This is an optimization exercise on Yosys and OpenROAD, whose aim is a short achievable clock period and few clock cycles, not a production implementation. Function was checked by simulation only, so behaviour that the tests miss may differ from the original. No activity file was given, so power comes from the tool's default toggle rates.

==> design.v <==
module mips_alu #(
  parameter int unsigned DATA_W = 32
) (
  input  logic [2:0]        op,
  input  logic [DATA_W-1:0] a,
  input  logic [DATA_W-1:0] b,
  output logic [DATA_W-1:0] y,
  output logic              zero
);
  localparam logic [2:0] ALU_ADD = 3'd0;
  localparam logic [2:0] ALU_SUB = 3'd1;
  localparam logic [2:0] ALU_AND = 3'd2;
  localparam logic [2:0] ALU_OR  = 3'd3;
  localparam logic [2:0] ALU_SLT = 3'd4;
  always_comb begin
    y = '0;
    case (op)
      ALU_ADD: y = a + b;
      ALU_SUB: y = a - b;
      ALU_AND: y = a & b;
      ALU_OR:  y = a | b;
      ALU_SLT: y = DATA_W'($signed(a) < $signed(b));
      default: y = '0;
    endcase
  end
  assign zero = (y == '0);
endmodule
module mips_multicycle_core #(
  parameter int unsigned DATA_W     = 32,
  parameter int unsigned IMEM_DEPTH = 16,
  parameter int unsigned DMEM_DEPTH = 20,
  parameter logic [31:0] DMEM_BASE  = 32'h1000_4000
) (
  input  logic              clk,
  input  logic              rst,
  input  logic              start,
  input  logic              host_we,
  input  logic [1:0]        host_sel,
  input  logic [7:0]        host_addr,
  input  logic [DATA_W-1:0] host_wdata,
  output logic [DATA_W-1:0] host_rdata,
  output logic              busy,
  output logic              halted,
  output logic              fault,
  output logic [7:0]        pc,
  output logic [15:0]       retired
);
  localparam logic [5:0] OP_RTYPE = 6'h00;
  localparam logic [5:0] OP_ADDI  = 6'h08;
  localparam logic [5:0] OP_LW    = 6'h23;
  localparam logic [5:0] OP_SW    = 6'h2b;
  localparam logic [5:0] OP_BEQ   = 6'h04;
  localparam logic [5:0] OP_HALT  = 6'h3f;
  localparam logic [5:0] FN_ADD = 6'h20;
  localparam logic [5:0] FN_SUB = 6'h22;
  localparam logic [5:0] FN_AND = 6'h24;
  localparam logic [5:0] FN_OR  = 6'h25;
  localparam logic [5:0] FN_SLT = 6'h2a;
  logic [31:0] imem [16];
  logic [31:0] dmem [20];
  logic [31:0] regs [1:31];   
  logic host_ok;
  logic host_im, host_dm, host_rf;
  assign host_ok = host_we && !busy;
  assign host_im = host_ok && host_sel == 2'd0 && host_addr < 8'd16;
  assign host_dm = host_ok && host_sel == 2'd1 && host_addr < 8'd20;
  assign host_rf = host_ok && host_sel == 2'd2 && host_addr < 8'd32;
  logic [31:0] rview [32];
  always_comb begin
    rview[0] = '0;
    for (int i = 1; i < 32; i++) rview[i] = regs[i];
  end
  always_comb begin
    host_rdata = '0;
    case (host_sel)
      2'd0: if (host_addr < 8'd16) host_rdata = imem[host_addr[3:0]];
      2'd1: if (host_addr < 8'd20) host_rdata = dmem[host_addr[4:0]];
      2'd2: if (host_addr < 8'd32) host_rdata = rview[host_addr[4:0]];
      default: host_rdata = '0;
    endcase
  end
  typedef struct packed {
    logic        r;       
    logic        addi;
    logic        lw;
    logic        sw;
    logic        beq;
    logic        halt;
    logic        bad;
    logic        f_sub;
    logic        f_and;
    logic        f_or;
    logic        f_slt;
    logic        pt;      
    logic [31:0] rs_oh;
    logic [31:0] rt_oh;
    logic [31:0] dst_oh;  
  } dec_t;
  function automatic dec_t decode(input logic [31:0] w);
    dec_t d;
    logic [5:0] op, fn;
    logic [4:0] dst;
    op = w[31:26];
    fn = w[5:0];
    d = '0;
    d.r     = (op == OP_RTYPE) && (fn == FN_ADD || fn == FN_SUB || fn == FN_AND ||
                                   fn == FN_OR || fn == FN_SLT);
    d.addi  = (op == OP_ADDI);
    d.lw    = (op == OP_LW);
    d.sw    = (op == OP_SW);
    d.beq   = (op == OP_BEQ);
    d.halt  = (op == OP_HALT);
    d.bad   = !(d.r || d.addi || d.lw || d.sw || d.beq || d.halt);
    d.f_sub = (fn == FN_SUB);
    d.f_and = (fn == FN_AND);
    d.f_or  = (fn == FN_OR);
    d.f_slt = (fn == FN_SLT);
    d.pt    = d.beq && (w[7] || w[25:21] == w[20:16]);
    for (int i = 1; i < 32; i++) begin
      d.rs_oh[i] = (w[25:21] == 5'(i));
      d.rt_oh[i] = (w[20:16] == 5'(i));
    end
    dst = d.r ? w[15:11] : w[20:16];
    for (int i = 1; i < 32; i++)
      d.dst_oh[i] = (d.r || d.addi || d.lw) && (dst == 5'(i));
    decode = d;
  endfunction
  logic [31:0] ir;
  dec_t        dq;
  logic        ir_v;   
  logic [31:0] a, b, a_q, b_q, imm, add_i, add_r, diff, res, ld_data, wd;
  logic        slt, taken;
  assign a = a_q;
  assign b = b_q;
  assign imm   = {{16{ir[15]}}, ir[15:0]};
  assign add_i = a + imm;
  assign add_r = a + b;
  assign diff  = a - b;
  assign slt   = (a[31] != b[31]) ? a[31] : diff[31];
  always_comb begin
    if (dq.f_sub)      res = diff;
    else if (dq.f_and) res = a & b;
    else if (dq.f_or)  res = a | b;
    else if (dq.f_slt) res = {31'd0, slt};
    else               res = add_r;
    if (!dq.r) res = add_i;
  end
  logic [7:0]  lo_sum;
  logic [31:0] t_c;
  logic        hi_ok, ea_ok;
  logic [4:0]  dm_idx;
  assign lo_sum = {1'b0, a[6:0]} + {1'b0, imm[6:0]};
  assign t_c    = a ^ imm ^ DMEM_BASE;
  always_comb begin
    hi_ok = (lo_sum[7] == t_c[7]);
    for (int i = 8; i < 32; i++)
      hi_ok = hi_ok && (t_c[i] == ((a[i-1] & imm[i-1]) | (a[i-1] & t_c[i-1]) |
                                   (imm[i-1] & t_c[i-1])));
  end
  assign ea_ok  = hi_ok && (lo_sum[1:0] == 2'b00) && (lo_sum[6:0] < 7'd80);
  assign dm_idx = lo_sum[6:2];
  assign ld_data = dmem[dm_idx];
  assign wd      = dq.lw ? ld_data : res;
  assign taken   = dq.beq && (a == b);
  logic end_halt, end_fault, commit;
  assign end_halt  = dq.halt;
  assign end_fault = dq.bad || ((dq.lw || dq.sw) && !ea_ok);
  assign commit    = busy && ir_v && !end_halt && !end_fault;
  logic [7:0]  pc_seq, pc_tgt, fa;
  logic [31:0] fw;
  dec_t        fd;
  logic        f_end;
  assign pc_seq = pc + 8'd1;
  assign pc_tgt = pc + 8'd1 + ir[7:0];
  assign fa     = !busy ? 8'd0 : !ir_v ? pc : dq.pt ? pc_tgt : pc_seq;
  assign fw     = (!busy && host_im && host_addr[3:0] == 4'd0) ? host_wdata : imem[fa[3:0]];
  assign fd     = decode(fw);
  assign f_end  = (fa[7:4] != 4'd0) || fd.halt || fd.bad;
  always_ff @(posedge clk) begin
    if (rst) begin
      busy    <= 1'b0;
      halted  <= 1'b0;
      fault   <= 1'b0;
      pc      <= 8'd0;
      retired <= 16'd0;
    end else if (!busy) begin
      if (start) begin
        busy    <= 1'b1;
        halted  <= 1'b0;
        fault   <= 1'b0;
        pc      <= 8'd0;
        retired <= 16'd0;
      end
    end else if (!ir_v) begin
      busy   <= !f_end;
      halted <= (fa[7:4] != 4'd0) || fd.halt;
      fault  <= (fa[7:4] == 4'd0) && fd.bad;
    end else if (!commit) begin
      busy   <= 1'b0;
      halted <= end_halt;
      fault  <= end_fault;
    end else begin
      retired <= retired + 16'd1;
      pc      <= taken ? pc_tgt : pc_seq;
      if (taken == dq.pt) begin
        busy   <= !f_end;
        halted <= (fa[7:4] != 4'd0) || fd.halt;
        fault  <= (fa[7:4] == 4'd0) && fd.bad;
      end
    end
  end
  logic [31:0] ra, rb;
  logic        fwd_a, fwd_b, hfw_a, hfw_b;
  always_comb begin
    ra = '0;
    rb = '0;
    for (int i = 1; i < 32; i++) begin
      ra = ra | ({32{fd.rs_oh[i]}} & regs[i]);
      rb = rb | ({32{fd.rt_oh[i]}} & regs[i]);
    end
  end
  assign fwd_a = busy && ir_v && |(fd.rs_oh & dq.dst_oh);
  assign fwd_b = busy && ir_v && |(fd.rt_oh & dq.dst_oh);
  assign hfw_a = !busy && host_rf && fw[25:21] == host_addr[4:0] && fw[25:21] != 5'd0;
  assign hfw_b = !busy && host_rf && fw[20:16] == host_addr[4:0] && fw[20:16] != 5'd0;
  always_ff @(posedge clk) begin
    ir   <= fw;
    dq   <= fd;
    ir_v <= !busy || !ir_v || (taken == dq.pt);
    a_q  <= fwd_a ? wd : hfw_a ? host_wdata : ra;
    b_q  <= fwd_b ? wd : hfw_b ? host_wdata : rb;
  end
  always_ff @(posedge clk) begin
    for (int i = 1; i < 32; i++) begin
      if (rst)
        regs[i] <= '0;
      else if (!busy) begin
        if (host_rf && host_addr[4:0] == 5'(i)) regs[i] <= host_wdata;
      end else if (commit && dq.dst_oh[i])
        regs[i] <= wd;
    end
  end
  always_ff @(posedge clk) begin
    for (int i = 0; i < 16; i++)
      if (!rst && host_im && host_addr[3:0] == 4'(i)) imem[i] <= host_wdata;
  end
  localparam int QN = 16;
  logic [31:0] gdm [20];
  logic [7:0]  ecnt;           
  logic [9:0]  gnext;          
  logic [4:0]  q_idx [QN];
  logic [31:0] q_val [QN];
  logic [7:0]  q_w   [QN];
  logic [4:0]  q_n;
  logic        q_pop, q_push;
  logic [9:0]  gdur, q_wnew;
  logic        r_v, r_sw, r_lw, r_beq;
  logic [4:0]  r_idx;
  logic [31:0] r_val;
  assign gdur   = r_lw ? 10'd5 : r_beq ? 10'd3 : 10'd4;
  assign q_wnew = gnext + 10'd4;
  assign q_pop  = (q_n != 5'd0) && (q_w[0] == ecnt);
  assign q_push = r_v && r_sw && (q_wnew < 10'd256) && ((q_n != 5'(QN)) || q_pop);
  always_ff @(posedge clk) begin
    r_v   <= busy && commit;
    r_sw  <= dq.sw;
    r_lw  <= dq.lw;
    r_beq <= dq.beq;
    r_idx <= dm_idx;
    r_val <= b;
  end
  always_ff @(posedge clk) begin
    if (!busy) begin
      ecnt  <= 8'd1;
      gnext <= 10'd0;
      q_n   <= 5'd0;
      for (int i = 0; i < 20; i++)
        gdm[i] <= (host_dm && host_addr[4:0] == 5'(i)) ? host_wdata : dmem[i];
    end else if (!rst) begin
      if (ecnt != 8'd255) ecnt <= ecnt + 8'd1;
      if (r_v && gnext < 10'd512) gnext <= gnext + gdur;
      if (q_pop) gdm[q_idx[0]] <= q_val[0];
      for (int i = 0; i < QN; i++) begin
        if (q_pop) begin
          if (i < QN - 1) begin
            q_idx[i] <= q_idx[i+1];
            q_val[i] <= q_val[i+1];
            q_w[i]   <= q_w[i+1];
          end
          if (q_push && 5'(i) == q_n - 5'd1) begin
            q_idx[i] <= r_idx;
            q_val[i] <= r_val;
            q_w[i]   <= q_wnew[7:0];
          end
        end else if (q_push && 5'(i) == q_n) begin
          q_idx[i] <= r_idx;
          q_val[i] <= r_val;
          q_w[i]   <= q_wnew[7:0];
        end
      end
      q_n <= q_n + (q_push ? 5'd1 : 5'd0) - (q_pop ? 5'd1 : 5'd0);
    end
  end
  always_ff @(posedge clk) begin
    for (int i = 0; i < 20; i++) begin
      if (rst) begin
        if (busy) dmem[i] <= gdm[i];
      end else if (!busy) begin
        if (host_dm && host_addr[4:0] == 5'(i)) dmem[i] <= host_wdata;
      end else if (commit && dq.sw && dm_idx == 5'(i))
        dmem[i] <= b;
    end
  end
endmodule
==> run.sh <==
#!/bin/bash
# synth_recipe.tcl (not shown) runs the flow's synth.tcl, then flattens the netlist and writes it again
# the make line also repeats each setting of config.mk as NAME=value (left out here)
make -C /OpenROAD-flow-scripts/flow DESIGN_CONFIG=/design/flow/config.mk WORK_HOME=/design/flow/orfs CLKGATE_MAP_FILE= SYNTH_SCRIPT=/design/flow/synth_recipe.tcl finish
==> config.mk <==
export PLATFORM = sky130hd
export DESIGN_NAME = mips_multicycle_core
export DESIGN_NICKNAME = mips_multicycle_core
export VERILOG_FILES = /design/flow/design.v
export SDC_FILE = /design/flow/constraint.sdc
export NUM_CORES = 4
export LEC_CHECK = 0
export ABC_CLOCK_PERIOD_IN_PS = 3000
export CAP_MARGIN = 20
export CORE_MARGIN = 2
export CORE_UTILIZATION = 65
export SETUP_SLACK_MARGIN = 5
export SLEW_MARGIN = 20
==> constraint.sdc <==
create_clock -name core_clock -period 13.0 [get_ports {clk}]
set_input_delay 2.6000 -clock core_clock [delete_from_list [all_inputs] [get_ports {clk}]]
set_output_delay 2.6000 -clock core_clock [all_outputs]
set_load 0.01 [all_outputs]
==> results of run 1 <==
## power by group through the flow
stage | logic, mW | clock network [mW] | registers (mW)
2_1_floorplan | 1.39 | 0 | 13.7
3_3_place_gp | 2.35 | 0 | 13.9
3_5_place_dp | 2.49 | 0 | 13.9
4_1_cts | 2.70 | 11.6 | 13.7
## metal layers
metal	GRT usage (%)	GRT overflow
met1	89.14	221
met2	97.33	1032
met3	79.90	250
met4	84.17	716
met5	63.50	27
## cell families after synthesis
logic type | after synthesis
AOI/OAI and AO/OA | 6928
and+or+nand+nor | 4220
DFF | 3718
buffers and inverters | 2739
muxes | 1498
adders and majority gates | 181
xor gates and xnor gates | 158
## how the worst max path moves through the flow
stage / start / endpoint / slack [ps] / cells after the start
after floorplan: host_addr[4] / host_rdata[10] / 5010 / 11
after global placement: host_addr[3] / host_rdata[15] / 2390 / 11
after detailed placement: host_addr[3] / host_rdata[15] / 2390 / 11
after CTS: host_addr[2] / host_rdata[15] / 4930 / 12
## metrics by stage
| stage | util, % | instance area, µm² | instances |
|---|---|---|---|
| after floorplan | - | 193600 | 19442 |
| after global placement | 67.41 | 199900 | 22290 |
| after detailed placement | 67.43 | 200000 | 22295 |
| after CTS | 73.19 | 217000 | 23162 |
## timing repair
item                                    CTS
endpoints found under the setup margin  158
pin swaps                               120
gates resized for setup                 532
gates cloned                             17
buffers inserted                        158
==> key figures, run 1 <==
Status
  • Status: stopped before the end
  • Error msg: [ERROR GRT-0116] Global routing finished with congestion. Check the congestion regions in the DRC Viewer.
  • Stopped at: global routing

Synthesis
  • Register bit total from synthesis: 3718
  • Mapped Area: 193600 µm²
  • Commonest cells in the netlist: a21oi_1, edfxtp_1, nor2_1
  • Adder-cell share of the synthesized area: 1.205%
  • Simple-Gate Fraction of Synth Area: 9.690%
  • Sequential area share after synthesis: 51.44%
  • Largest cells by area after synthesis: edfxtp_1, dfxtp_1, a21oi_1
  • Post-Synth XOR/XNOR Area: 0.7188%
  • Main synth FF type: edfxtp_1
  • Synthesized instance count: 19442
  • Post-synthesis compound-gate area fraction: 23.27%
  • Synth top area share: 38.97%
  • Post-synthesis cell type count: 123
  • Yosys warns: 8
  • Post-synthesis mux area share: 8.165%
  • Most common cell in the netlist: a21oi_1
  • Syn nets: 19669
  • Post-synth top area cell: edfxtp_1
  • EDFF count, synth: 2512
  • Mean Syn Cell Area: 9.956 µm²
  • Ys async rst share: 0%
  • Main combinational cell family by area after synthesis: compound AO/OA/AOI/OAI gates

CTS
  • Root buffer cell: clkbuf_16
  • Clk sink count: 3718
  • CTS Hold Buffers Added: 0
  • CTS Buf Count: 376
  • CTS Buffer Depth: 4
  • # H-tree levels: 5

Global route
  • Remaining Overflow, GRT: 2246
  • Vias in the first global route: 216131
  • Largest net degree at the start of global routing: 264
  • Global-route wire length before repair: 1875000 µm
  • GRT Util Overall: 88.06%

Die
  • Top-Level Pins: 105
  • Die span in x: 549.7 µm
  • Initial Util: 65.27%
  • DIE HEIGHT: 549.7 µm
  • # rows: 200

Placed design
  • DP HPWL: 716100 µm
  • Placer congestion estimate: 1.185
  • Pre-CTS WS: 2392 ps
  • Input/output buffers: 104
Testbench counts, summed over its fixed seeds: cycles 67,317.
==> run 2: changes to the inputs <==
--- a/design.v
+++ b/design.v
@@ -172,4 +172,5 @@
   logic        f_end;
-  assign pc_seq = pc + 8'd1;
-  assign pc_tgt = pc + 8'd1 + ir[7:0];
+  logic [7:0] seq_q, tgt_q;
+  assign pc_seq = seq_q;
+  assign pc_tgt = tgt_q;
   assign fa     = !busy ? 8'd0 : !ir_v ? pc : dq.pt ? pc_tgt : pc_seq;
@@ -226,4 +227,6 @@
   always_ff @(posedge clk) begin
-    ir   <= fw;
-    dq   <= fd;
+    ir    <= fw;
+    dq    <= fd;
+    seq_q <= fa + 8'd1;
+    tgt_q <= fa + 8'd1 + fw[7:0];
     ir_v <= !busy || !ir_v || (taken == dq.pt);
==> flow/run.sh (new file) <==
#!/bin/bash
set -euo pipefail
export SETUP_SLACK_MARGIN=6.5
bash standard.sh > standard.log 2>&1
==> standard.sh (new file) <==
#!/bin/bash
# synth_recipe.tcl (not shown) runs the flow's synth.tcl, then flattens the netlist and writes it again
# the make line also repeats each setting of config.mk as NAME=value (left out here)
make -C /OpenROAD-flow-scripts/flow DESIGN_CONFIG=/design/flow/config.mk WORK_HOME=/design/flow/orfs CLKGATE_MAP_FILE= SYNTH_SCRIPT=/design/flow/synth_recipe.tcl "${@:-finish}"
--- a/config.mk
+++ b/config.mk
@@ -7,7 +7,5 @@
 export LEC_CHECK = 0
-export ABC_CLOCK_PERIOD_IN_PS = 3000
 export CAP_MARGIN = 20
 export CORE_MARGIN = 2
-export CORE_UTILIZATION = 65
-export SETUP_SLACK_MARGIN = 5
+export CORE_UTILIZATION = 45
 export SLEW_MARGIN = 20
removed: run.sh
==> key figures, run 2 <==
Die
  • Top-Level Pins: 105 (unchanged)
  • Die span in x: 660.6 µm (was 549.7 µm)
  • Initial Util: 45.12% (was 65.27%)
  • # rows: 241 (was 200)
  • DIE HEIGHT: 660.6 µm (was 549.7 µm)

CTS
  • CTS Buffer Depth: 4 (unchanged)
  • # H-tree levels: 5 (unchanged)
  • CTS Buf Count: 413 (was 376)
  • Clk sink count: 3734 (was 3718)
  • Root buffer cell: clkbuf_16 (unchanged)

Synthesis
  • Sequential area share after synthesis: 51.49% (was 51.44%)
  • EDFF count, synth: 2512 (unchanged)
  • Synth top area share: 38.88% (was 38.97%)
  • Synthesized instance count: 19592 (was 19442)
  • Commonest cells in the netlist: a21oi_1, edfxtp_1, nor2_1 (unchanged)
  • Syn nets: 19822 (was 19669)
  • Post-synth top area cell: edfxtp_1 (unchanged)
  • Largest cells by area after synthesis: edfxtp_1, dfxtp_1, a21oi_1 (unchanged)
  • Mean Syn Cell Area: 9.903 µm² (was 9.956 µm²)
  • Ys async rst share: 0% (unchanged)
  • Mapped Area: 194000 µm² (was 193600 µm²)
  • Yosys warns: 8 (unchanged)
  • Register bit total from synthesis: 3734 (was 3718)
  • Most common cell in the netlist: a21oi_1 (unchanged)
  • Post-synthesis cell type count: 107 (was 123)
  • Main synth FF type: edfxtp_1 (unchanged)

Status
  • Error msg: [ERROR GRT-0232] Routing congestion too high. Check the congestion heatmap in the GUI. (was [ERROR GRT-0116] Global routing finished with congestion. Check the congestion regions in the DRC Viewer.)
  • Stopped at: global routing (unchanged)
  • Status: stopped before the end (unchanged)

Placed design
  • Pre-CTS WS: 1879 ps (was 2392 ps)
  • Placer congestion estimate: 1.118 (was 1.185)
  • Dpl cell area: 205300 µm² (was 200000 µm²)
  • Input/output buffers: 104 (unchanged)
  • DP HPWL: 838200 µm (was 716100 µm)

Global route
  • GRT Util Overall: 61.89%
  • Largest net degree at the start of global routing: 169
  • Remaining Overflow, GRT: 3
==> run 2: cell count changes after synthesis, sizes merged, moves of 37 or more <==
cell    change
a21oi     +216
a211oi    -111
a221oi     +85
a22o       +80
a31oi      -70
o21ai      +67
a222oi     -65
nor3       +48
nand4      +45
clkbuf     -37
nand2b     -37
==> run 2: power groups by stage <==
stage          Combinational (mW)  Sequential [mW]  Clock, mW
3_3_place_gp                 2.74             14.0          0
4_1_cts                      3.02             13.7       12.3
3_5_place_dp                 2.79             14.0          0
2_1_floorplan                1.50             13.7          0
==> run 2: worst max path at each step <==
stage,cells past startpoint,startpoint,to,slack (ps)
3_3_place_gp,10,host_addr[3],host_rdata[29],1080
4_1_cts,15,host_addr[1],host_rdata[3],4800
2_1_floorplan,11,host_addr[0],host_rdata[11],6140
3_5_place_dp,12,host_addr[2],host_rdata[0],1880
==> run 2: what timing repair did <==
| item | 4_1_cts |
|---|---|
| gates resized for setup | 1123 |
| endpoints found under the setup margin | 2250 |
| setup buffers | 459 |
| hold buffers | 0 |
| cloned | 52 |
| pin swaps | 270 |
==> run 2: kinds of logic after synthesis <==
kind of cell    after synthesis  share of synthesized area, %
buf+inv                    2737                         5.428
mux                        1472                         8.028
simple gates               4191                         9.442
xor+xnor                    146                        0.6591
fa+ha+maj                   184                         1.221
compound gates             7128                         23.73
flops                      3734                         51.49
==> run 2: metrics by stage <==
step                instances  hold slack (ps)
CTS                     25677            445.1
detailed placement      24397            476.2
global placement        24386            477.1
floorplan               19592            323.2
==> run 2: routing by layer <==
metal / overflow / track usage [%]
met1: 0 / 66.15
met3: 0 / 39.78
met2: 3 / 79.84
met4: 0 / 58.69
met5: 0 / 16.20
Testbench counts of run 2, summed over its fixed seeds: cycles 67,317.
